This design comes from an exercise in tuning for small area on the open sky130 flow, not from production work.
Only simulation tests tie the RTL to the original design; equivalence was not proved.
Power and IR drop assume default switching activity.

== try-juniper ==
## udp_test_source
module udp_test_source #(
  parameter int unsigned PKT_INTERVAL = 10,
  parameter int unsigned ECHO_DEPTH   = 16
) (
  input  wire                          sys_clk_100MHz,
  input  wire                          tx_axis_aresetn,
  input  wire                          mmcm_locked,
  input  wire                          gen_sel,
  input  wire udp_src_pkg::axis_data_t echo_in_data,
  input  wire udp_src_pkg::axis_keep_t echo_in_keep,
  input  wire                          echo_in_valid,
  input  wire                          echo_in_last,
  input  wire                          tx_ready,
  output wire                          udp_enable,
  output wire                          sfp_tx_disable,
  output wire                          echo_in_ready,
  output wire udp_src_pkg::axis_data_t tx_data,
  output wire udp_src_pkg::axis_keep_t tx_keep,
  output wire                          tx_valid,
  output wire                          tx_last
);
For scale: ~4,700 cells after synthesis, about 1,400 flip-flops, roughly 49,000 µm² of cells after synthesis.
make LEC_CHECK=0 CAP_MARGIN=20 CORE_MARGIN=2 CORE_UTILIZATION=65 CTS_CLUSTER_DIAMETER=100 CTS_CLUSTER_SIZE=25 SLEW_MARGIN=20 finish   # period 5.0 ns
run.sh (not shown) runs the stock make flow with config.mk's settings and CLKGATE_MAP_FILE= SYNTH_SCRIPT=/design/flow/synth_recipe.tcl, a recipe that flattens the netlist after the stock synthesis.
try-juniper ran to completion and came out clean on the timing, DRC and antenna checks.
Inputs modified between try-juniper and try-nickel:
==> flow/flow/run.sh (new file) <==
#!/bin/bash
set -euo pipefail
bash standard.sh finish \
  CTS_ARGS="-sink_clustering_enable -repair_clock_nets -dont_use_dummy_load -sink_clustering_size 25 -sink_clustering_max_diameter 100" \
  BUFFER_PORTS_ARGS="-buffer_cell sky130_fd_sc_hd__buf_1" \
  > standard_flow.log 2>&1
==> flow/standard.sh (new file) <==
#!/bin/bash
# synth_recipe.tcl (not shown) runs the flow's synth.tcl, then flattens the netlist and writes it again
# the make line also repeats each setting of config.mk as NAME=value (left out here)
make -C /OpenROAD-flow-scripts/flow DESIGN_CONFIG=/design/flow/config.mk WORK_HOME=/design/flow/orfs CLKGATE_MAP_FILE= SYNTH_SCRIPT=/design/flow/synth_recipe.tcl "${@:-finish}"
removed: flow/run.sh
==> summary.txt <==
- Re share of the synthesized area in compound gates (AO/OA/AOI/OAI): no difference whatsoever between try-nickel and try-juniper.
- Diff try-nickel and try-juniper: hold slack lower in try-nickel
- The power number comes out lower for try-nickel vs try-juniper.
- Taking try-juniper as the reference, in try-nickel global-route wire length before repair comparable; critical path depth lower.
- Growth of design area from synthesis to finish for try-nickel is lower than for try-juniper.
- Summary of the comparison: sequential share of layout area is higher in try-nickel, relative to try-juniper.
- The global-route usage on try-nickel is in line with that on try-juniper.
- Across both runs, pre-CTS setup slack was higher for try-nickel than for try-juniper.
> inputs changed (try-nickel -> try-zinc)
# try-nickel
export LEC_CHECK = 0
export CAP_MARGIN = 20
export CORE_MARGIN = 2
export CORE_UTILIZATION = 65
export CTS_CLUSTER_DIAMETER = 100
export CTS_CLUSTER_SIZE = 25
export SLEW_MARGIN = 20
create_clock -name core_clock -period 5.0 [get_ports {sys_clk_100MHz}]
# try-zinc
export LEC_CHECK = 0
export CAP_MARGIN = 20
export CORE_MARGIN = 2
export CORE_UTILIZATION = 40
export SLEW_MARGIN = 20
create_clock -name core_clock -period 5.0 [get_ports {sys_clk_100MHz}]
==> flow/run.sh (new file) <==
#!/bin/bash
# synth_recipe.tcl (not shown) runs the flow's synth.tcl, then flattens the netlist and writes it again
# the make line also repeats each setting of config.mk as NAME=value (left out here)
make -C /OpenROAD-flow-scripts/flow DESIGN_CONFIG=/design/flow/config.mk WORK_HOME=/design/flow/orfs CLKGATE_MAP_FILE= SYNTH_SCRIPT=/design/flow/synth_recipe.tcl finish
removed: flow/flow/run.sh
removed: flow/standard.sh
[summary]
Against try-nickel, try-zinc comes in 7.2% higher on count of plain and timing-repair buffers in the layout. try-zinc vs. try-nickel: met1 layer wirelength in the final routing up about 17%, clock-buffer cell count shows an increase of 240%, synthesis-to-finish area growth saw an increase, global router's overall resource usage went down, area of all placed cells without fillers climbed 5300 µm². Side by side, final cell count turned out higher in try-zinc than in try-nickel. Routed wire length: try-nickel and try-zinc compared, lower one is try-nickel. Per the comparison of try-zinc with try-nickel, number of H-tree branching levels saw an increase; arrival time at the worst endpoint saw an increase; fraction of standard cell area in multi-input logic saw a decrease.

[what the ideal ports hide]
In the flow no input, the clock included, has a driving cell. The finished layouts below were timed again as built, in two steps. Step 1 assumes that a clkbuf_16 drives the clock port and a buf_2 every other input. Step 2, shift: input delay + t, output delay - t, t = (earliest + latest rising clock arrival at the registers) / 2. This alone moves slack from input paths to output paths. Slacks: ideal / step 1 / step 2; pairs: ideal / step 1.
run	t (ns)	slack for setup (ns)	pins driven straight from the clock port
try-juniper	0.755	0.080 / 0.005 / 0.760	1
try-nickel	0.757	0.465 / 0.393 / 1.150	1
try-zinc	0.829	0.093 / 0.021 / 0.849	1
After both steps every run listed still meets setup and hold.
